What follows belongs to an exercise in optimizing a design on an open flow for small area and a short achievable clock period; a production flow would make more cautious choices.
Only simulation tests tie the RTL to the original design; equivalence was not proved.
The flow treats the clock pin as an ideal source, which a real chip does not have.
Power and IR drop assume default switching activity.

**design.v**
```verilog
package clk_mgmt_pkg;
  localparam int DRP_ADDR_W      = 7;
  localparam int DRP_DATA_W      = 16;
  localparam int DRP_DEPTH       = 128;
  localparam int PS_PHASE_W      = 9;
  localparam int DEF_DRP_LATENCY = 4;
  localparam int DEF_PS_LATENCY  = 12;
  localparam int DEF_PS_PERIOD   = 448;    
  localparam int DEF_LOCK_CYCLES = 64;
  typedef enum logic {
    DRP_IDLE = 1'b0,
    DRP_BUSY = 1'b1
  } drp_state_e;
  typedef enum logic {
    PS_IDLE = 1'b0,
    PS_BUSY = 1'b1
  } ps_state_e;
  function automatic logic [PS_PHASE_W-1:0] ps_next_phase(
    input logic [PS_PHASE_W-1:0] phase,
    input logic                  inc,
    input int                    period
  );
    logic [PS_PHASE_W-1:0] last;
    last = PS_PHASE_W'(period - 1);
    if (inc) ps_next_phase = (phase == last) ? '0 : phase + 1'b1;
    else     ps_next_phase = (phase == '0)   ? last : phase - 1'b1;
  endfunction
endpackage
module mmcm_ps_engine (
  input  logic                  clk_i,
  input  logic                  rst_n_i,
  input  logic                  ps_en_i,
  input  logic                  ps_incdec_i,
  input  logic                  locked_i,
  input  logic                  abort_i,
  output logic                  ps_done_o,
  output logic [clk_mgmt_pkg::PS_PHASE_W-1:0] ps_phase_o,
  output logic                  ps_err_o
);
  localparam int PW = clk_mgmt_pkg::PS_PHASE_W;
  logic          busy_q;
  logic [3:0]    cnt_q;      
  logic          inc_q;
  logic          done_q;
  logic          err_q;
  logic [PW-1:0] phase_q;
  logic          fin;
  logic          kill;
  assign kill = ~rst_n_i | abort_i;
  assign fin  = busy_q & (cnt_q == 4'd10);
  always_ff @(posedge clk_i) begin
    cnt_q  <= busy_q ? cnt_q + 1'b1 : 4'd0;
    if (!busy_q) inc_q <= ps_incdec_i;
    busy_q <= ~kill & (busy_q ? ~fin : (ps_en_i & locked_i));
    done_q <= ~kill & fin;
    err_q  <= rst_n_i & (err_q | (ps_en_i & (abort_i | busy_q | ~locked_i)));
    if (kill)     phase_q <= '0;
    else if (fin) phase_q <= clk_mgmt_pkg::ps_next_phase(phase_q, inc_q, clk_mgmt_pkg::DEF_PS_PERIOD);
  end
  assign ps_done_o  = done_q;
  assign ps_phase_o = phase_q;
  assign ps_err_o   = err_q;
endmodule
module mmcm_drp_ps_responder (
  input  logic                  clk_usb_i,
  input  logic                  reset_n_i,
  input  logic [clk_mgmt_pkg::DRP_ADDR_W-1:0] drp_addr_i,
  input  logic                  drp_den_i,
  input  logic                  drp_dwe_i,
  input  logic [clk_mgmt_pkg::DRP_DATA_W-1:0] drp_din_i,
  output logic [clk_mgmt_pkg::DRP_DATA_W-1:0] drp_dout_o,
  output logic                  drp_drdy_o,
  input  logic                  ps_en_i,
  input  logic                  ps_incdec_i,
  output logic                  ps_done_o,
  output logic [clk_mgmt_pkg::PS_PHASE_W-1:0] ps_phase_o,
  input  logic                  lock_reset_i,
  output logic                  locked_o,
  output logic                  drp_err_o,
  output logic                  ps_err_o
);
  localparam int AW = clk_mgmt_pkg::DRP_ADDR_W;
  localparam int DW = clk_mgmt_pkg::DRP_DATA_W;
  localparam int ND = clk_mgmt_pkg::DRP_DEPTH;
  logic          s1_q, s2_q, s3_q;               
  logic          busy;
  logic          accept;
  logic [AW-1:0] addr_q;
  logic          we_q;
  logic [DW-1:0] din_q;
  logic [DW-1:0] dout_q;
  logic          drdy_q;
  logic          drp_err_q;
  assign busy   = s1_q | s2_q | s3_q;
  assign accept = reset_n_i & drp_den_i & ~busy;
  always_ff @(posedge clk_usb_i) begin
    s1_q      <= accept;
    s2_q      <= reset_n_i & s1_q;
    s3_q      <= reset_n_i & s2_q;
    drdy_q    <= reset_n_i & s3_q;
    drp_err_q <= reset_n_i & (drp_err_q | (drp_den_i & busy));
    din_q     <= reset_n_i ? drp_din_i : '0;    
    if (!busy) begin
      addr_q <= drp_addr_i;
      we_q   <= drp_dwe_i;
    end
  end
  logic [7:0]  lo_hit;
  logic [15:0] hi_hit;
  always_comb begin
    for (int i = 0; i < 8; i++)  lo_hit[i] = (addr_q[2:0] == 3'(i));
    for (int j = 0; j < 16; j++) hi_hit[j] = (addr_q[6:3] == 4'(j));
  end
  logic [ND-1:0][DW-1:0] image_q;
  logic [DW-1:0]         wdat;
  logic                  wr_acc;
  logic [7:0]            wlo_n_q;                
  logic [15:0]           whi_n_q;                
  logic [ND-1:0]         wen;
  assign wr_acc = accept & drp_dwe_i;
  assign wdat   = din_q;
  always_ff @(posedge clk_usb_i) begin
    for (int i = 0; i < 8; i++)
      wlo_n_q[i] <= reset_n_i & (drp_addr_i[2:0] != 3'(i));
    for (int j = 0; j < 16; j++)
      whi_n_q[j] <= reset_n_i & ~(wr_acc & (drp_addr_i[6:3] == 4'(j)));
  end
  always_comb begin
    for (int w = 0; w < ND; w++) wen[w] = ~(wlo_n_q[w % 8] | whi_n_q[w / 8]);
  end
  always_ff @(posedge clk_usb_i) begin
    for (int w = 0; w < ND; w++) begin
      if (wen[w]) image_q[w] <= wdat;
    end
  end
  logic [7:0]    lo_n_q;
  logic [15:0]   hi_n_q;
  logic [ND-1:0] sel;
  logic [DW-1:0] rd;
  always_ff @(posedge clk_usb_i) begin
    lo_n_q <= ~lo_hit;
    hi_n_q <= ~hi_hit;
  end
  always_comb begin
    for (int w = 0; w < ND; w++) sel[w] = ~(lo_n_q[w % 8] | hi_n_q[w / 8]);
  end
  localparam int NQ = 4;
  localparam int NH = ND / NQ;
  logic [NQ-1:0][DW-1:0] part_d, part_q;
  generate
    for (genvar h = 0; h < NQ; h++) begin : g_part
      for (genvar b = 0; b < DW; b++) begin : g_bit
        logic [NH-1:0] col;
        for (genvar w = 0; w < NH; w++) begin : g_w
          assign col[w] = image_q[h * NH + w][b];
        end
        drp_rd_col #(.N(NH)) u_col (.sel_i(sel[h * NH +: NH]), .dat_i(col), .bit_o(part_d[h][b]));
      end
    end
  endgenerate
  always_ff @(posedge clk_usb_i) part_q <= part_d;
  assign rd = part_q[addr_q[AW-1 -: 2]];
  always_ff @(posedge clk_usb_i) begin
    dout_q <= (reset_n_i & s3_q & ~we_q) ? rd : '0;
  end
  logic [5:0] lock_cnt_q;
  logic       locked_q;
  logic       lock_clr;
  logic       lock_full;
  assign lock_clr  = ~reset_n_i | lock_reset_i;
  assign lock_full = &lock_cnt_q;
  always_ff @(posedge clk_usb_i) begin
    if (lock_clr) begin
      lock_cnt_q <= '0;
      locked_q   <= 1'b0;
    end else begin
      if (!lock_full) lock_cnt_q <= lock_cnt_q + 1'b1;
      locked_q <= lock_full;
    end
  end
  mmcm_ps_engine u_ps (
    .clk_i       (clk_usb_i),
    .rst_n_i     (reset_n_i),
    .ps_en_i     (ps_en_i),
    .ps_incdec_i (ps_incdec_i),
    .locked_i    (locked_q),
    .abort_i     (lock_reset_i),
    .ps_done_o   (ps_done_o),
    .ps_phase_o  (ps_phase_o),
    .ps_err_o    (ps_err_o)
  );
  assign drp_dout_o = dout_q;
  assign drp_drdy_o = drdy_q;
  assign drp_err_o  = drp_err_q;
  assign locked_o   = locked_q;
endmodule
module drp_rd_col #(
  parameter int N = 32
) (
  input  logic [N-1:0] sel_i,
  input  logic [N-1:0] dat_i,
  output logic         bit_o
);
  localparam int N3 = N / 3;
  localparam int NR = N % 3;
  logic [N3+NR-1:0] leaf_n;
  generate
    for (genvar k = 0; k < N3; k++) begin : g_aoi3
      drp_rd_aoi3 u_aoi (.sel_i(sel_i[3*k +: 3]), .dat_i(dat_i[3*k +: 3]), .y_no(leaf_n[k]));
    end
    for (genvar r = 0; r < NR; r++) begin : g_rest
      assign leaf_n[N3 + r] = ~(sel_i[3*N3 + r] & dat_i[3*N3 + r]);
    end
  endgenerate
  assign bit_o = ~&leaf_n;
endmodule
module drp_rd_aoi3 (
  input  logic [2:0] sel_i,
  input  logic [2:0] dat_i,
  output logic       y_no
);
  assign y_no = ~|(sel_i & dat_i);
endmodule
```
**config.mk**
```make
export PLATFORM = sky130hd
export DESIGN_NAME = mmcm_drp_ps_responder
export DESIGN_NICKNAME = mmcm_drp_ps_responder
export VERILOG_FILES = /design/flow/design.v
export SDC_FILE = /design/flow/constraint.sdc
export NUM_CORES = 4
export LEC_CHECK = 0
export CAP_MARGIN = 20
export CORE_MARGIN = 2
export CORE_UTILIZATION = 60
export PLACE_DENSITY = 0.7
export SETUP_SLACK_MARGIN = 4.2
export SLEW_MARGIN = 20
export SYNTH_HIERARCHICAL = 1
```
**standard.sh**
```bash
#!/bin/bash
# synth_recipe.tcl (not shown) runs the flow's synth.tcl, then flattens the netlist and writes it again
# the make line also repeats each setting of config.mk as NAME=value (left out here)
make -C /OpenROAD-flow-scripts/flow DESIGN_CONFIG=/design/flow/config.mk WORK_HOME=/design/flow/orfs CLKGATE_MAP_FILE= SYNTH_SCRIPT=/design/flow/synth_recipe.tcl "${@:-finish}"
```
**flow/run.sh**
```bash
#!/bin/bash
# Own layout flow: the standard ORFS flow (standard.sh), with one change:
# the clock tree is built by flow/clock_tree.tcl (run by ORFS's CTS step
# through its PRE_CTS_TCL hook), a balanced two-level tree (4 quadrant roots,
# then leaf buffers of at most 24 flip-flops each); TritonCTS then skips the
# nets it built. Everything else, including synthesis, is standard.sh's.
# make's full output goes to standard.log in the work folder; ORFS writes
# each step's own log under orfs/logs/.
set -euo pipefail
export PRE_CTS_TCL="$PWD/flow/clock_tree.tcl"
bash standard.sh > standard.log 2>&1
```
**flow/clock_tree.tcl**
```tcl
# Balanced two-level clock tree, built before ORFS's CTS step (PRE_CTS_TCL).
# The clock port feeds one root buffer per quadrant of the sinks; each root
# drives the leaf buffers of its quadrant; each leaf drives a compact group of
# at most LEAF_MAX flip-flop clock pins. Every sink sees the same two buffer
# levels. TritonCTS is then told to skip the nets built here.
set LEAF_MAX 24
set BUF sky130_fd_sc_hd__clkbuf_16

set block [ord::get_db_block]
set db [ord::get_db]
set master [$db findMaster $BUF]
set clk_net [$block findNet clk_usb_i]

# sinks: every ITerm on the clock net except the port itself
set sinks {}
foreach it [$clk_net getITerms] {
  set inst [$it getInst]
  set bb [$inst getBBox]
  set x [expr {([$bb xMin] + [$bb xMax]) / 2}]
  set y [expr {([$bb yMin] + [$bb yMax]) / 2}]
  lappend sinks [list $it $x $y]
}
set n [llength $sinks]
puts "clock_tree: $n sinks"

# quadrant split at the median x, then the median y of each half
set sx [lsort -integer -index 1 $sinks]
set h [expr {$n / 2}]
set halves [list [lrange $sx 0 [expr {$h - 1}]] [lrange $sx $h end]]
set quads {}
foreach half $halves {
  set sy [lsort -integer -index 2 $half]
  set m [expr {[llength $sy] / 2}]
  lappend quads [lrange $sy 0 [expr {$m - 1}]] [lrange $sy $m end]
}

proc centroid {pts} {
  set sx 0; set sy 0
  foreach p $pts { set sx [expr {$sx + [lindex $p 1]}]; set sy [expr {$sy + [lindex $p 2]}] }
  set k [llength $pts]
  return [list [expr {$sx / $k}] [expr {$sy / $k}]]
}

proc make_buf {block master name xy} {
  set inst [odb::dbInst_create $block $master $name]
  $inst setLocation [lindex $xy 0] [lindex $xy 1]
  $inst setPlacementStatus PLACED
  return $inst
}

set skip {}
set qi 0
foreach q $quads {
  set qn [llength $q]
  set k [expr {($qn + $LEAF_MAX - 1) / $LEAF_MAX}]
  set strips [expr {max(1, int(round(sqrt($k))))}]
  # split the quadrant into horizontal strips of equal count, each strip into
  # runs along x of at most LEAF_MAX sinks
  set sq [lsort -integer -index 2 $q]
  set groups {}
  for {set s 0} {$s < $strips} {incr s} {
    set a [expr {$s * $qn / $strips}]
    set b [expr {($s + 1) * $qn / $strips - 1}]
    set strip [lsort -integer -index 1 [lrange $sq $a $b]]
    set sn [llength $strip]
    set g [expr {($sn + $LEAF_MAX - 1) / $LEAF_MAX}]
    for {set j 0} {$j < $g} {incr j} {
      set c [expr {$j * $sn / $g}]
      set d [expr {($j + 1) * $sn / $g - 1}]
      lappend groups [lrange $strip $c $d]
    }
  }
  set leaf_xy {}
  foreach g $groups { lappend leaf_xy [centroid [lmap p $g {list x {*}[lrange $p 1 2]}]] }
  set root_xy [centroid [lmap p $leaf_xy {list x {*}$p}]]
  set rname "clkroot_$qi"
  set root [make_buf $block $master $rname $root_xy]
  [$root findITerm A] connect $clk_net
  set rnet [odb::dbNet_create $block "clknet_root_$qi"]
  $rnet setSigType CLOCK
  [$root findITerm X] connect $rnet
  lappend skip "clknet_root_$qi"
  set li 0
  foreach g $groups xy $leaf_xy {
    set lname "clkleaf_${qi}_$li"
    set leaf [make_buf $block $master $lname $xy]
    [$leaf findITerm A] connect $rnet
    set lnet [odb::dbNet_create $block "clknet_leaf_${qi}_$li"]
    $lnet setSigType CLOCK
    [$leaf findITerm X] connect $lnet
    foreach p $g {
      set it [lindex $p 0]
      $it disconnect
      $it connect $lnet
    }
    lappend skip "clknet_leaf_${qi}_$li"
    incr li
  }
  puts "clock_tree: quadrant $qi: $qn sinks, [llength $groups] leaves"
  incr qi
}
lappend skip clk_usb_i
set_cts_config -skip_nets $skip
set_propagated_clock [all_clocks]
```
**constraint.sdc**
```tcl
create_clock -name core_clock -period 6.5 [get_ports {clk_usb_i}]
set_input_delay 1.3000 -clock core_clock [delete_from_list [all_inputs] [get_ports {clk_usb_i}]]
set_output_delay 1.3000 -clock core_clock [all_outputs]
set_load 0.01 [all_outputs]
```
==> out/metrics.cfg, run 1 <==
[worst_setup_path]
crit_top_cell=buf_12
worstRegToRegCells=7
setup.worst_path.end=part_q[51]$_DFF_P_
worst-endpoint-arrival_ps=2950
r2r_slack_ps=4030
slowest_stage=or4_4
cpPeakStageDelay_ps=590
rr_endpoint=part_q[51]$_DFF_P_
r2r-start=lo_n_q[3]$_DFF_P_
required_ps=6980
crit_buf_inv=3
worst-setup-path-type=reg2reg
end_kind=flop
worstPathCellList=buf_12 > buf_12 > nor2_4 > buf_6 > a222oi_1 > nand4_1 > or4_4
cp.depth=7
worstPathMaxFanout=7
crit_start=lo_n_q[3]$_DFF_P_
path_delay_family=simple AND/OR/NAND/NOR gates
critPathLaunchType=flop

[floorplan]
initial_core_util_pct=60.5
io_pins=60
die-area_um2=132000
num_rows=131
die_x_um=363
core_area_um2=128000
die_h_um=363

[global_route]
overflow=0
grt_usage_pct=28.8
grt_pass1_wl_um=274000
grt_max_degree=94
antenna_found_initial=9
grt_pass1_vias=39400

[logic_synthesis]
syn_avg_cell_area_um2=20.4
synthFlopType=edfxtp_1
synth_edf_count=2057
ys_ff_latch=2229
syn_inst=3789
ys_seq_area_share_pct=84.5
ys_types=57
async_flop_share_pct=0
synth_nets=3824
syn-cell-area_um2=77200
synth_warnings=8

[cells_and_area]
area_growth_syn_to_layout_pct=12.3
drive_above_1_share_pct=18.6
stdcell_area_um2=86600
nNetsFinal=4334
multi_input_area_um2=11900
final_cells=5961
ff_latch_area_um2=65500
fill_cells=8004

[sta]
fin_setup_tns_ps=0
fin_crit_ps=2470
hold_viol=0
finalSetupViolCount=0
rsz0062_at_grt=yes
relSlewSlack_pct=23.1
fin_worst_skew_ps=18.3
worst_slack_ps=4030
post-route-period-util_pct=38.1
max_freq_mhz=404
worst_pin_slew_ps=1150
drv_slew=0

[detailed_routing]
drc=0
vias=42600
drtPass1Iterations=10
wl_per_cell_um=33.0
dr.first_iter.drc_count=8278
routed_wl_um=197000
ant_nets=0
viasPerCell=7.15

[placed_design]
place.gp.congestion=0.853
dpl_cell_area_um2=81400
dp_slack_ps=3000
place.port_buffers=59
place_hpwl_um=115000
dp.cells=5665

[outcome]
status=no timing/DRC/antenna violations

[clock_tree]
clkTransAtPathRegs_ps=90
postCtsHoldBufs=0
worstSkewPairLatency_ps=610

[worst_hold_path]
hold_path.class=reg2reg
holdPathStages=1

[pwr]
ir_worst_vdd_mv=0.250
p_leak_nw=27.3
powerDensity_nw_per_um2=295

[flow_run]
cap_violations=0

[modules after synthesis (local to each module, per instance), excerpt]
module | flip-flops and latches | times used
mmcm_drp_ps_responder | 2212 | 1
mmcm_ps_engine | 17 | 1
drp_rd_aoi3 | 0 | 640
[through the flow]
stage                     total power, W  util (%)  hold slack, ps
final                             0.0255      67.9             471
after global routing              0.0262      67.9             505
after CTS                         0.0255      67.1             478
after detailed placement          0.0190      63.8             452
after global placement            0.0189      63.7             431
after floorplan                   0.0182         -             423
[kinds of logic (layout without fill, tap and decap cells)]
family / Yosys count / in the layout / share of synthesized area [%]
flops: 2229 / 2229 / 84.5
compound gates: 769 / 769 / 9.54
simple gates: 667 / 668 / 4.74
buf+inv: 96 / 603 / 0.580
mux: 18 / 18 / 0.493
fa+ha+maj: 5 / 5 / 0.0811
xor+xnor: 5 / 5 / 0.0568
other cells: 0 / 2 / 0
[cell type report]
class,instances,share of cell area (%)
Sequential cell,2229,75.5
Timing Repair Buffer,488,5.29
Buffer,104,3.00
Tap cell,1662,2.40
Inverter,11,0.0477
Antenna cell,2,0.00578
Multi-Input combinational cell,1465,13.7
[timing repair]
action                     in CTS  in global routing
pin swaps                     104                157
resized for setup             360                 97
cloned                         10                 11
setup endpoints to repair     129                 96
buffers inserted               90                 75
[report_power, final]
group          internal (W)  switching (W)
clock               0.00280        0.00395
combinational      0.000433       0.000851
sequential           0.0169       0.000570
total                0.0202        0.00537
[flip-flops by register name, indices dropped and copies added (netlist names), 4 cells and up]
register	cells
image_q	2048
part_q	64
din_q	16
dout_q	16
hi_n_q	16
whi_n_q	16
u_ps.phase_q	9
lo_n_q	8
wlo_n_q	8
addr_q	7
lock_cnt_q	6
u_ps.cnt_q	4
[cells in the mapped netlist (all sizes together) (5+ instances only)]
cell | count | area [um2]
inv | 11 | 41.3
nand4 | 131 | 820
or4 | 70 | 767
nor2b | 26 | 163
and2 | 20 | 125
nand3b | 5 | 37.5
nor2 | 278 | 1040
clkbuf | 57 | 264
nor3 | 10 | 55.1
nand3 | 15 | 75.1
dfxtp | 172 | 3440
a31oi | 12 | 75.1
a222oi | 640 | 6410
o21ai | 8 | 40.0
mux4 | 16 | 360
ha | 5 | 62.6
edfxtp | 2057 | 61800
a22o | 64 | 561
nand2 | 86 | 323
a21oi | 27 | 135
buf | 28 | 143
[metal layers]
metal | part of all wire (%) | GRT usage [%] | up-vias
met5 | 0.033 | 0 | -
met2 | 47 | 45.3 | 2868
met1 | 37 | 42.3 | 21700
li1 | - | - | 17700
met4 | 3.3 | 8.05 | 10
met3 | 12 | 4.94 | 315
[placed cells by master (no fill, tap or decap), types with 5 or more instances in the layout]
cell type	netlist	final
buf_8	0	6
nand3b_1	5	5
nor2_1	278	206
or4_1	5	5
nand2_1	86	86
mux4_2	16	16
nor2_2	0	42
buf_16	0	5
dfxtp_4	0	64
nand4_1	131	131
edfxtp_1	2057	2057
buf_2	3	17
buf_12	0	24
a31oi_1	12	12
inv_1	11	10
clkdlybuf4s50_1	0	25
a222oi_1	640	640
a22o_1	64	64
nor3_1	9	9
nand3_1	15	14
nor2_4	0	31
buf_6	4	104
dfxtp_1	172	104
a21oi_1	27	27
and2_1	20	20
o21ai_0	8	8
buf_4	1	301
clkbuf_16	0	104
or4_4	64	64
nor2b_1	26	26
[how the worst min path moves through the flow]
stage / startpoint / to / slack, ps
2_1_floorplan: s2_q$_DFF_P_ / s3_q$_DFF_P_ / 420
3_3_place_gp: s1_q$_DFF_P_ / s2_q$_DFF_P_ / 430
3_5_place_dp: s1_q$_DFF_P_ / s2_q$_DFF_P_ / 450
4_1_cts: u_ps.cnt_q[0]$_SDFF_PN0_ / u_ps.cnt_q[0]$_SDFF_PN0_ / 480
5_1_grt: s1_q$_DFF_P_ / s2_q$_DFF_P_ / 510
6_report: u_ps.cnt_q[0]$_SDFF_PN0_ / u_ps.cnt_q[0]$_SDFF_PN0_ / 470
==> run 2, diff against run 1 <==
==> flow/run.sh (replaced) <==
#!/bin/bash
# Own layout flow: the standard ORFS flow (standard.sh), with two changes
# made at the start of ORFS's CTS step by flow/clock_tree.tcl (through ORFS's
# PRE_CTS_TCL hook):
#  * each output register is moved next to its output port buffer;
#  * the clock tree is built by hand: a balanced two-level tree (the clock
#    port feeds 4 quadrant root buffers, each root feeds leaf buffers of at
#    most 24 flip-flops); TritonCTS then skips the nets it built.
# Everything else, including synthesis, is standard.sh's. make's full output
# goes to standard.log in the work folder; ORFS writes each step's own log
# under orfs/logs/.
set -euo pipefail
export PRE_CTS_TCL="$PWD/flow/clock_tree.tcl"
bash standard.sh > standard.log 2>&1
--- a/flow/clock_tree.tcl
+++ b/flow/clock_tree.tcl
@@ -1,6 +1,9 @@
-# Balanced two-level clock tree, built before ORFS's CTS step (PRE_CTS_TCL).
-# The clock port feeds one root buffer per quadrant of the sinks; each root
-# drives the leaf buffers of its quadrant; each leaf drives a compact group of
-# at most LEAF_MAX flip-flop clock pins. Every sink sees the same two buffer
-# levels. TritonCTS is then told to skip the nets built here.
+# Run at the start of ORFS's CTS step (PRE_CTS_TCL hook), on the placed design.
+# 1. Each flip-flop that drives an output port's buffer is moved next to that
+#    buffer (detailed placement legalizes it afterwards).
+# 2. A balanced two-level clock tree: the clock port feeds one root buffer per
+#    quadrant of the sinks; each root drives the leaf buffers of its quadrant;
+#    each leaf drives a compact group of at most LEAF_MAX flip-flop clock pins.
+#    Every sink sees the same two buffer levels. TritonCTS is then told to
+#    skip the nets built here.
 set LEAF_MAX 24
@@ -12,2 +15,22 @@
 set clk_net [$block findNet clk_usb_i]
+
+# Output registers: put each flip-flop that drives an output port's buffer
+# next to that buffer, so the register-to-port wire is short. Detailed
+# placement legalizes the moved cells afterwards.
+foreach bt [$block getBTerms] {
+  if {[$bt getIoType] ne "OUTPUT"} continue
+  set onet [$bt getNet]
+  set obuf ""
+  foreach it [$onet getITerms] { if {[$it isOutputSignal]} { set obuf [$it getInst] } }
+  if {$obuf eq ""} continue
+  set bnet ""
+  foreach it [$obuf getITerms] { if {[$it isInputSignal]} { set bnet [$it getNet] } }
+  if {$bnet eq "" || $bnet eq "NULL"} continue
+  set drv ""
+  foreach it [$bnet getITerms] { if {[$it isOutputSignal]} { set drv [$it getInst] } }
+  if {$drv eq "" || ![[$drv getMaster] isSequential]} continue
+  set loc [$obuf getLocation]
+  $drv setLocation [lindex $loc 0] [lindex $loc 1]
+  puts "clock_tree: moved [$drv getName] next to [$obuf getName]"
+}
 
==> out/metrics.cfg, run 2 <==
[worst_setup_path]
r2r-start=lo_n_q[4]$_DFF_P_  ; was lo_n_q[3]$_DFF_P_
worstRegToRegCells=6  ; was 7
worst-endpoint-arrival_ps=2890  ; was 2950 ps
critPathLaunchType=flop  ; unchanged
worst-setup-path-type=reg2reg  ; unchanged
required_ps=6990  ; was 6980 ps
rr_endpoint=part_q[9]$_DFF_P_  ; was part_q[51]$_DFF_P_
setup.worst_path.end=part_q[9]$_DFF_P_  ; was part_q[51]$_DFF_P_
crit_start=lo_n_q[4]$_DFF_P_  ; was lo_n_q[3]$_DFF_P_
r2r_slack_ps=4110  ; was 4030 ps
worstPathMaxFanout=16  ; was 7
end_kind=flop  ; unchanged

[cells_and_area]
final_cell_mix=2057 x edfxtp_1, 640 x a222oi_1, 286 x buf_4  ; was 2057 x edfxtp_1, 640 x a222oi_1, 301 x buf_4
area_growth_syn_to_layout_pct=11.8  ; was 12.3%
nNetsFinal=4303  ; was 4334
reg_top3=image_q x2048, part_q x64  ; unchanged
drive_above_1_share_pct=18.3  ; was 18.6%
final_cells=5935  ; was 5961
largest_reg_flops=2048  ; unchanged
largest-register=image_q  ; unchanged
final_common_cell=edfxtp_1  ; unchanged

[logic_synthesis]
ys_ff_latch=2229  ; unchanged
synthFlopType=edfxtp_1  ; unchanged
synth_nets=3824  ; unchanged
synthMuxAreaShare_pct=0.493  ; unchanged
synth_area_leaders=edfxtp_1 80%, a222oi_1 8.3%, dfxtp_1 4.5%  ; unchanged
yosysMostFrequentCell=edfxtp_1  ; unchanged
synth_edf_count=2057  ; unchanged
ys_seq_area_share_pct=84.5  ; unchanged
synth_warnings=8  ; unchanged
async_flop_share_pct=0  ; unchanged
synth_simple_gate_area_share_pct=4.74  ; unchanged
synth_top_family_by_area=compound AO/OA/AOI/OAI gates  ; unchanged
synth_xor_area_share_pct=0.0567  ; unchanged
synth_top_area_share_pct=80.0  ; unchanged
synth_common_cells=2057 x edfxtp_1, 640 x a222oi_1, 278 x nor2_1  ; unchanged
synth_top_cell_by_area=edfxtp_1  ; unchanged
ys_types=57  ; unchanged
syn-cell-area_um2=77200  ; unchanged
syn_inst=3789  ; unchanged
synth_fa_ha_area_share_pct=0.0811  ; unchanged
syn_avg_cell_area_um2=20.4  ; unchanged
synth-compound-area-share_pct=9.54  ; unchanged

[global_route]
overflow=0  ; unchanged
grt_max_degree=94  ; unchanged
grt_pass1_wl_um=272000  ; was 274000 um
grt_usage_pct=28.6  ; was 28.8%
grt_pass1_vias=39200  ; was 39400
antenna_found_initial=19  ; was 9

[placed_design]
place_hpwl_um=115000  ; unchanged
place.port_buffers=59  ; unchanged
dp.cells=5665  ; unchanged
place.gp.congestion=0.853  ; unchanged

[sta]
fin_setup_tns_ps=0  ; unchanged
finalSetupViolCount=0  ; unchanged
post-route-period-util_pct=36.8  ; was 38.1%
hold_viol=0  ; unchanged
worst_pin_slew_ps=1110  ; was 1150 ps
fin_worst_skew_ps=31.1  ; was 18.3 ps
max_freq_mhz=418  ; was 404 MHz
rsz0062_at_grt=yes  ; unchanged
relSlewSlack_pct=25.9  ; was 23.1%
fin_crit_ps=2390  ; was 2470 ps
drv_slew=0  ; unchanged

[detailed_routing]
wl_per_cell_um=33.3  ; was 33.0 um
routed_wl_um=198000  ; was 197000 um
ant_nets=0  ; unchanged
dr.first_iter.drc_count=8472  ; was 8278
drtPass1Iterations=9  ; was 10
vias=42500  ; was 42600
drc=0  ; unchanged
viasPerCell=7.16  ; was 7.15

[floorplan]
die-area_um2=132000  ; unchanged
die_x_um=363  ; unchanged
num_rows=131  ; unchanged
io_pins=60  ; unchanged
core_area_um2=128000  ; unchanged
die_h_um=363  ; unchanged
initial_core_util_pct=60.5  ; unchanged

[outcome]
status=no timing/DRC/antenna violations  ; unchanged

[pwr]
p_leak_nw=27.2  ; was 27.3 nW
ir_worst_vdd_mv=0.248  ; was 0.250 mV
powerDensity_nw_per_um2=296  ; was 295 nW/um2

[clock_tree]
worstSkewPairLatency_ps=620  ; was 610 ps
clkTransAtPathRegs_ps=90  ; about the same

[worst_hold_path]
hold_path.startpoint=u_ps.cnt_q[0]$_SDFF_PN0_  ; unchanged
hold_path.class=reg2reg  ; unchanged

[flow_run]
cap_violations=0  ; unchanged

[run 2: metrics by stage]
stage	instance area (um2)	setup WS [ps]	total power [W]	hold slack [ps]	util, %
CTS	85000	4100	0.0255	471	66.6
global route	86200	4080	0.0262	492	67.6
detailed placement	81400	3000	0.0190	452	63.8
finish	86300	4110	0.0255	467	67.6
global placement	81300	2990	0.0189	431	63.7
floorplan	77200	3960	0.0182	423	-
[run 2: cells by family after synthesis]
logic type	count (synthesis)
and+or+nand+nor	667
buffers and inverters	96
muxes	18
xor gates and xnor gates	5
DFF	2229
adders and majority gates	5
AOI/OAI and AO/OA	769
[run 2: layer usage]
metal | vias up | share of wire, % | track usage, %
met3 | 297 | 12 | 4.97
met1 | 21800 | 38 | 42.3
li1 | 17700 | - | -
met5 | - | 0.066 | 0
met2 | 2729 | 47 | 45.1
met4 | 18 | 3.2 | 6.78
[run 2: worst max-delay path: stages (launching register included)]
cell	delay, ps
dfxtp_4	410
buf_12	160
nor2_1	60
buf_6	160
a222oi_1	550
nand4_1	360
or4_4	590
[run 2: how the worst min path moves through the flow]
stage,end,cells past startpoint,slack (ps)
final,u_ps.cnt_q[0]$_SDFF_PN0_,1,470
after global routing,s2_q$_DFF_P_,1,490
after CTS,s3_q$_DFF_P_,1,470
after detailed placement,s2_q$_DFF_P_,1,450
after global placement,s2_q$_DFF_P_,1,430
after floorplan,s3_q$_DFF_P_,1,420
[run 2: power breakdown]
part           internal, W  switching (W)  total [W]
Clock              0.00280        0.00396    0.00676
Combinational     0.000431       0.000853    0.00128
Sequential          0.0169       0.000571     0.0175
Total               0.0202        0.00538     0.0255
[run 2: area by class of cell]
class	count	area, um2
multi-input combinational	1465	11900
antenna	7	17.5
buffer	104	2600
fill	8058	41300
tap	1662	2080
timing repair buffer	457	4220
inverter	11	41.3
sequential	2229	65400
[run 2: repair_timing]
action                                  CTS  global route
buffers inserted                         56            77
cloned                                    3            19
hold buffers                              0             0
pin swaps                                86           134
resized for setup                       302           104
endpoints found under the setup margin  132            88
[run 2: Yosys stat by module (local to each module, per instance), a selection]
module	flops+latches	area, um2
drp_rd_aoi3	0	10.0
mmcm_drp_ps_responder	2212	67300
mmcm_ps_engine	17	1110
==> run 3, diff against run 2 <==
--- a/design.v
+++ b/design.v
@@ -148,3 +148,3 @@
   localparam int NH = ND / NQ;
-  logic [NQ-1:0][DW-1:0] part_d, part_q;
+  logic [NQ-1:0][DW-1:0] part_n_d, part_n_q;
   generate
@@ -156,3 +156,3 @@
         end
-        drp_rd_col #(.N(NH)) u_col (.sel_i(sel[h * NH +: NH]), .dat_i(col), .bit_o(part_d[h][b]));
+        drp_rd_col #(.N(NH)) u_col (.sel_i(sel[h * NH +: NH]), .dat_i(col), .bit_no(part_n_d[h][b]));
       end
@@ -160,4 +160,4 @@
   endgenerate
-  always_ff @(posedge clk_usb_i) part_q <= part_d;
-  assign rd = part_q[addr_q[AW-1 -: 2]];
+  always_ff @(posedge clk_usb_i) part_n_q <= part_n_d;
+  assign rd = ~part_n_q[addr_q[AW-1 -: 2]];
   always_ff @(posedge clk_usb_i) begin
@@ -201,3 +201,3 @@
   input  logic [N-1:0] dat_i,
-  output logic         bit_o
+  output logic         bit_no
 );
@@ -214,3 +214,3 @@
   endgenerate
-  assign bit_o = ~&leaf_n;
+  assign bit_no = &leaf_n;
 endmodule
==> out/metrics.cfg, run 3 <==
[detailed_routing]
dr.first_iter.drc_count=8015  ; was 8472
ant_nets=0  ; unchanged
drtPass1Iterations=9  ; unchanged
routed_wl_um=193000  ; was 198000 um
viasPerCell=7.19  ; was 7.16
wl_per_cell_um=33.3  ; about the same
drc=0  ; unchanged
vias=41700  ; was 42500

[global_route]
grt_pass1_vias=39300  ; was 39200
grt_usage_pct=28.6  ; about the same
grt_max_degree=93  ; was 94
grt_pass1_wl_um=273000  ; was 272000 um
overflow=0  ; unchanged
antenna_found_initial=8  ; was 19

[sta]
fin_worst_skew_ps=22.7  ; was 31.1 ps
finalSetupViolCount=0  ; unchanged
relSlewSlack_pct=21.7  ; was 25.9%
worst_pin_slew_ps=1170  ; was 1110 ps
post-route-period-util_pct=36.8  ; about the same
fin_crit_ps=2390  ; about the same
fin_setup_tns_ps=0  ; unchanged
max_freq_mhz=419  ; was 418 MHz
drv_slew=0  ; unchanged
rsz0062_at_grt=yes  ; unchanged
hold_viol=0  ; unchanged
whs_ps=470  ; was 467 ps
worst_slack_ps=4110  ; about the same

[worst_hold_path]
hold_path.class=reg2reg  ; unchanged
worstHoldEndpoint=s2_q$_DFF_P_  ; was u_ps.cnt_q[0]$_SDFF_PN0_
holdPathStages=1  ; unchanged
hold_path.startpoint=s1_q$_DFF_P_  ; was u_ps.cnt_q[0]$_SDFF_PN0_

[floorplan]
die-area_um2=132000  ; about the same
num_rows=131  ; unchanged
core_area_um2=128000  ; about the same
die_x_um=363  ; about the same
io_pins=60  ; unchanged
die_h_um=363  ; about the same
initial_core_util_pct=60.5  ; about the same

[logic_synthesis]
ys_ff_latch=2229  ; unchanged
synth_nets=3825  ; was 3824
syn_avg_cell_area_um2=20.4  ; about the same
synth_area_leaders=edfxtp_1 80%, a222oi_1 8.3%, dfxtp_1 4.5%  ; unchanged
synthFlopType=edfxtp_1  ; unchanged
synth_edf_count=2057  ; unchanged
ys_types=59  ; was 57
async_flop_share_pct=0  ; unchanged
synth_common_cells=2057 x edfxtp_1, 640 x a222oi_1, 294 x nor2_1  ; was 2057 x edfxtp_1, 640 x a222oi_1, 278 x nor2_1
syn_inst=3790  ; was 3789
synth_top_area_share_pct=80.0  ; about the same
synth_top_cell_by_area=edfxtp_1  ; unchanged
yosysMostFrequentCell=edfxtp_1  ; unchanged
ys_seq_area_share_pct=84.4  ; was 84.5%
synth_warnings=8  ; unchanged
syn-cell-area_um2=77200  ; about the same

[pwr]
powerDensity_nw_per_um2=301  ; was 296 nW/um2
p_seq_share_pct=68.7  ; was 68.5%
ir_worst_vdd_mv=0.320  ; was 0.248 mV
combPwrFrac_pct=4.6  ; was 5.0%
power_w=0.0255  ; about the same
pwr-share-clk_pct=26.6  ; was 26.5%
intPower_w=0.0201  ; was 0.0202 W
p_switching_w=0.00539  ; was 0.00538 W
switching_share_pct=21.2  ; was 21.1%
p_leak_nw=26.1  ; was 27.2 nW

[cells_and_area]
final_common_cell=edfxtp_1  ; unchanged
area_growth_syn_to_layout_pct=9.54  ; was 11.8%
drive_above_1_share_pct=15.0  ; was 18.3%
stdcell_area_um2=84600  ; was 86300 um2
reg_top3=image_q x2048, part_n_q x64  ; was image_q x2048, part_q x64
largest-register=image_q  ; unchanged
ff_latch_area_um2=65400  ; about the same
nNetsFinal=4170  ; was 4303
multi_input_area_um2=11800  ; was 11900 um2
fill_cells=8181  ; was 8058
largest_reg_flops=2048  ; unchanged
final_cell_mix=2057 x edfxtp_1, 640 x a222oi_1, 251 x buf_4  ; was 2057 x edfxtp_1, 640 x a222oi_1, 286 x buf_4

[worst_setup_path]
worst-setup-path-type=reg2out  ; was reg2reg
worst-endpoint-arrival_ps=1090  ; was 2890 ps
slowest_stage=dfxtp_4  ; was or4_4
end_kind=output port  ; was flop
worstPathMaxFanout=2  ; was 16
cpPeakStageDelay_ps=360  ; was 590 ps
r2r-start=lo_n_q[3]$_DFF_P_  ; was lo_n_q[4]$_DFF_P_
worstPathCellList=buf_6  ; was buf_12 > nor2_1 > buf_6 > a222oi_1 > nand4_1 > or4_4
rr_endpoint=part_n_q[14]$_DFF_P_  ; was part_q[9]$_DFF_P_
crit_buf_inv=1  ; was 2
worstRegToRegCells=6  ; unchanged
r2r_slack_ps=4180  ; was 4110 ps
critPathLaunchType=flop  ; unchanged
required_ps=5200  ; was 6990 ps
path_delay_family=flip-flops  ; was simple AND/OR/NAND/NOR gates

[clock_tree]
worstSkewPairLatency_ps=610  ; was 620 ps
clkTransAtPathRegs_ps=90  ; about the same

[flow_run]
cap_violations=0  ; unchanged

[placed_design]
dpl_cell_area_um2=81400  ; about the same
place.gp.congestion=0.825  ; was 0.853
place.port_buffers=59  ; unchanged
place_hpwl_um=115000  ; about the same
dp_slack_ps=3150  ; was 3000 ps

[outcome]
status=no timing/DRC/antenna violations  ; unchanged

[run 3: cells by family after synthesis]
kind of cell               after synthesis  share of synthesized area [%]
buffers and inverters                   97                          0.583
DFF                                   2229                           84.4
xor gates and xnor gates                 5                         0.0567
AOI/OAI and AO/OA                      769                           9.54
and+or+nand+nor                        667                           4.81
adders and majority gates                5                         0.0810
muxes                                   18                          0.493
[run 3: worst max-delay path by stage]
stage	start	end	slack, ps	cells after the start
final	u_ps.phase_q[8]$_SDFFE_PP0P_	ps_phase_o[8]	4110	1
after global routing	u_ps.phase_q[8]$_SDFFE_PP0P_	ps_phase_o[8]	4090	1
after CTS	u_ps.phase_q[4]$_SDFFE_PP0P_	ps_phase_o[4]	4100	1
after detailed placement	reset_n_i	u_ps.phase_q[5]$_SDFFE_PP0P_	3150	6
after global placement	reset_n_i	u_ps.phase_q[5]$_SDFFE_PP0P_	3160	6
after floorplan	lock_reset_i	u_ps.phase_q[5]$_SDFFE_PP0P_	3960	5
[run 3: cell type report]
cell class              count  area share [%]
diodes                      4          0.0118
plain buffers             104            3.08
inverters                  11          0.0488
multi-input cells        1464            13.9
flip-flops and latches   2229            77.3
well taps                1662            2.46
repair buffers            325            3.24
[run 3: worst register-to-register path, delay by kind of cell, from the launching register on]
| family | cells | cell delay (ps) |
|---|---|---|
| AOI/OAI and AO/OA | 1 | 580 |
| and+or+nand+nor | 3 | 770 |
| buffers and inverters | 2 | 430 |
| DFF | 1 | 420 |
[run 3: layer usage]
layer  wire length, um  track usage (%)
met2             91500             45.2
met1             73500             42.2
met5                21                0
met3             22600             4.90
met4              5780             7.42
[run 3: timing repair]
item                       in CTS  in global routing
cloned                          1                  0
hold buffers                    0                  0
pin swaps                      16                 16
setup buffers                  20                  8
setup endpoints to repair     114                 85
resized for setup             212                 32
[run 3: per-stage QoR]
step                instances  util (%)
floorplan                3790         -
global placement         5657      63.7
detailed placement       5662      63.8
CTS                      5787      66.1
global route             5795      66.3
finish                   5799      66.3
[run 3: per-module statistics from Yosys, one instance, submodules excluded, a selection]
module / cells inside / flops+latches
mmcm_drp_ps_responder: 2699 / 2212
mmcm_ps_engine: 131 / 17
drp_rd_aoi3: 1 / 0
[run 3: power groups by stage]
stage / sequential, W / combinational [W] / clock, W
floorplan: 0.0176 / 0.000573 / 0
global placement: 0.0178 / 0.00111 / 0
detailed placement: 0.0178 / 0.00113 / 0
CTS: 0.0175 / 0.00115 / 0.00681
global route: 0.0176 / 0.00124 / 0.00729
finish: 0.0175 / 0.00118 / 0.00678
==> run 4, diff against run 3 <==
--- a/flow/run.sh
+++ b/flow/run.sh
@@ -7,3 +7,3 @@
 #    port feeds 4 quadrant root buffers, each root feeds leaf buffers of at
-#    most 24 flip-flops); TritonCTS then skips the nets it built.
+#    most 28 flip-flops); TritonCTS then skips the nets it built.
 # Everything else, including synthesis, is standard.sh's. make's full output
--- a/flow/clock_tree.tcl
+++ b/flow/clock_tree.tcl
@@ -8,3 +8,3 @@
 #    skip the nets built here.
-set LEAF_MAX 24
+set LEAF_MAX 28
 set BUF sky130_fd_sc_hd__clkbuf_16
==> out/metrics.cfg, run 4 <==
[outcome]
status=no timing/DRC/antenna violations  ; unchanged

[placed_design]
place.gp.congestion=0.825  ; unchanged
place_hpwl_um=115000  ; unchanged
dpl_cell_area_um2=81400  ; unchanged
place.port_buffers=59  ; unchanged

[sta]
relSlewSlack_pct=24.6  ; was 21.7%
rsz0062_at_grt=yes  ; unchanged
fin_setup_tns_ps=0  ; unchanged
post-route-period-util_pct=36.1  ; was 36.8%
drv_slew=0  ; unchanged
hold_viol=0  ; unchanged
fin_crit_ps=2350  ; was 2390 ps
finalSetupViolCount=0  ; unchanged
worst_pin_slew_ps=1130  ; was 1170 ps
fin_worst_skew_ps=22.1  ; was 22.7 ps
max_freq_mhz=426  ; was 419 MHz

[worst_setup_path]
worst-endpoint-arrival_ps=1050  ; was 1090 ps
crit_buf_inv=1  ; unchanged
path_delay_family=flip-flops  ; unchanged
worstPathCellList=buf_6  ; unchanged
critPathLaunchType=flop  ; unchanged
required_ps=5200  ; about the same
worst-setup-path-type=reg2out  ; unchanged
r2r-start=lo_n_q[3]$_DFF_P_  ; unchanged
rr_endpoint=part_n_q[48]$_DFF_P_  ; was part_n_q[14]$_DFF_P_
r2r_slack_ps=4170  ; was 4180 ps
slowest_stage=dfxtp_4  ; unchanged
worstPathMaxFanout=2  ; unchanged
worstRegToRegCells=6  ; unchanged
cpPeakStageDelay_ps=370  ; was 360 ps
end_kind=output port  ; unchanged

[cells_and_area]
fill_cells=8229  ; was 8181
final_util_pct=65.9  ; was 66.3%
reg_top3=image_q x2048, part_n_q x64  ; unchanged
drive_above_1_share_pct=14.7  ; was 15.0%
area_growth_syn_to_layout_pct=8.96  ; was 9.54%
stdcell_area_um2=84200  ; was 84600 um2
ff_latch_area_um2=65400  ; about the same
antennaDiodeCount=0  ; was 4
largest_reg_flops=2048  ; unchanged
largest-register=image_q  ; unchanged
final_cell_mix=2057 x edfxtp_1, 640 x a222oi_1, 252 x buf_4  ; was 2057 x edfxtp_1, 640 x a222oi_1, 251 x buf_4
nNetsFinal=4154  ; was 4170
multi_input_area_um2=11800  ; about the same
final_common_cell=edfxtp_1  ; unchanged

[logic_synthesis]
yosysMostFrequentCell=edfxtp_1  ; unchanged
syn_inst=3790  ; unchanged
synth_nets=3825  ; unchanged
ys_ff_latch=2229  ; unchanged
async_flop_share_pct=0  ; unchanged
synth_common_cells=2057 x edfxtp_1, 640 x a222oi_1, 294 x nor2_1  ; unchanged
ys_types=59  ; unchanged
synth_top_cell_by_area=edfxtp_1  ; unchanged
synth_edf_count=2057  ; unchanged
synth_warnings=8  ; unchanged
syn-cell-area_um2=77200  ; unchanged
ys_seq_area_share_pct=84.4  ; unchanged
synthFlopType=edfxtp_1  ; unchanged
synth_area_leaders=edfxtp_1 80%, a222oi_1 8.3%, dfxtp_1 4.5%  ; unchanged
syn_avg_cell_area_um2=20.4  ; unchanged
synth_top_area_share_pct=80.0  ; unchanged

[worst_hold_path]
hold_path.startpoint=u_ps.cnt_q[0]$_SDFF_PN0_  ; was s1_q$_DFF_P_
worstHoldEndpoint=u_ps.cnt_q[0]$_SDFF_PN0_  ; was s2_q$_DFF_P_
hold_path.class=reg2reg  ; unchanged
holdPathStages=1  ; unchanged

[floorplan]
num_rows=131  ; unchanged
die-area_um2=132000  ; unchanged
initial_core_util_pct=60.5  ; unchanged
die_x_um=363  ; unchanged
die_h_um=363  ; unchanged
io_pins=60  ; unchanged
core_area_um2=128000  ; unchanged

[detailed_routing]
drtPass1Iterations=7  ; was 9
drc=0  ; unchanged
dr.first_iter.drc_count=7820  ; was 8015
vias=41500  ; was 41700
ant_nets=0  ; unchanged
wl_per_cell_um=33.1  ; was 33.3 um
routed_wl_um=192000  ; was 193000 um
viasPerCell=7.19  ; about the same

[pwr]
ir_worst_vdd_mv=0.282  ; was 0.320 mV
p_leak_nw=25.8  ; was 26.1 nW
powerDensity_nw_per_um2=295  ; was 301 nW/um2

[flow_run]
cap_violations=0  ; unchanged

[global_route]
grt_pass1_wl_um=271000  ; was 273000 um
grt_max_degree=93  ; unchanged
grt_pass1_vias=39100  ; was 39300
antenna_found_initial=12  ; was 8
grt_usage_pct=28.4  ; was 28.6%
overflow=0  ; unchanged

[clock_tree]
worstSkewPairLatency_ps=570  ; was 610 ps
clkTransAtPathRegs_ps=100  ; was 90 ps
postCtsHoldBufs=0  ; unchanged

[run 4: cell counts after synthesis]
No cell type changed its count.
[run 4: power breakdown]
group | switching, W | internal, W
Combinational | 0.000854 | 0.000329
Sequential | 0.000554 | 0.0169
Clock | 0.00382 | 0.00229
Total | 0.00523 | 0.0196
[run 4: area by class of cell]
| type | instances | area share, % |
|---|---|---|
| Multi-Input combinational cell | 1464 | 14.0 |
| Inverter | 11 | 0.0491 |
| Tap cell | 1662 | 2.47 |
| Buffer | 84 | 2.50 |
| Timing Repair Buffer | 329 | 3.33 |
| Sequential cell | 2229 | 77.7 |
[run 4: worst max path at each step]
stage | startpoint | end | slack [ps] | cells after the start
floorplan | lock_reset_i | u_ps.phase_q[5]$_SDFFE_PP0P_ | 3960 | 5
global placement | reset_n_i | u_ps.phase_q[5]$_SDFFE_PP0P_ | 3160 | 6
detailed placement | reset_n_i | u_ps.phase_q[5]$_SDFFE_PP0P_ | 3150 | 6
CTS | u_ps.phase_q[5]$_SDFFE_PP0P_ | ps_phase_o[5] | 4130 | 1
global route | u_ps.phase_q[1]$_SDFFE_PP0P_ | ps_phase_o[1] | 4130 | 1
finish | u_ps.phase_q[5]$_SDFFE_PP0P_ | ps_phase_o[5] | 4150 | 1
[run 4: metrics by stage]
stage	power, W	hold slack, ps	worst slack (ps)	cells
finish	0.0248	472	4150	5779
global placement	0.0189	447	3160	5657
detailed placement	0.0190	447	3150	5662
floorplan	0.0181	430	3960	3790
global route	0.0254	493	4130	5779
CTS	0.0248	474	4130	5761
[run 4: worst reg2reg max path: stages, from the launching register on]
cell	delay, ps
dfxtp_4	420
buf_6	170
nor2_1	80
buf_4	200
a222oi_1	560
nand4_1	440
nor4_2	370
[run 4: kinds of logic after synthesis]
| kind of cell | after synthesis | synth area share (%) |
|---|---|---|
| mux | 18 | 0.493 |
| simple gates | 667 | 4.81 |
| flops | 2229 | 84.4 |
| xor+xnor | 5 | 0.0567 |
| fa+ha+maj | 5 | 0.0810 |
| buf+inv | 97 | 0.583 |
| compound gates | 769 | 9.54 |
[run 4: Yosys stat by module, one instance, submodules excluded, excerpt]
module / cells / flops+latches
mmcm_drp_ps_responder: 2699 / 2212
mmcm_ps_engine: 131 / 17
drp_rd_aoi3: 1 / 0
[run 4: routing by layer]
layer | wire (um) | up-vias | track usage, %
met5 | 90 | - | 0
met4 | 5200 | 14 | 6.68
met3 | 22100 | 262 | 5.11
met2 | 91700 | 2585 | 45.3
met1 | 72400 | 21300 | 41.5
li1 | - | 17400 | -
[run 4: timing repair]
item                                    4_1_cts  5_1_grt
pin swaps                                    16       17
gates cloned                                  1        0
buffers inserted                             14       18
gates resized for setup                     216       32
endpoints found under the setup margin      115       86

separate check: timing with driven ports:
Ports are ideal in the flow. The routed layouts listed here were re-timed in OpenROAD.
Step 1 assumes that a clkbuf_16 drives the clock port and a buf_2 every other input.
Step 2 adds t to the input delays and takes it off the output delays; t is the mean of the earliest and latest rising clock arrival at the registers after step 1. Input paths then give back, and output paths get back, about the clock's delay inside the block.
Slacks: ideal / step 1 / step 2; pairs: ideal / step 1.
run | t (ns) | setup slack, ns | hold WS [ns] | latest minus earliest clock arrival (ns) | worst register clock-pin slew, ns
run 1 | 0.772 | 4.025 / 3.875 / 3.537 | 0.471 / 0.471 / 0.471 | 0.024 / 0.023 | 0.10 / 0.10
run 2 | 0.772 | 4.105 / 3.941 / 3.571 | 0.467 / 0.467 / 0.467 | 0.036 / 0.036 | 0.10 / 0.10
run 3 | 0.770 | 4.111 / 3.942 / 3.695 | 0.470 / 0.470 / 0.470 | 0.027 / 0.027 | 0.10 / 0.10
run 4 | 0.726 | 4.154 / 3.990 / 3.692 | 0.472 / 0.472 / 0.472 | 0.025 / 0.025 | 0.11 / 0.11
After both steps every run listed still meets setup and hold. The setup slack of run 2, which loses most, moves by -0.164 ns with the drivers and by -0.534 ns with both steps.
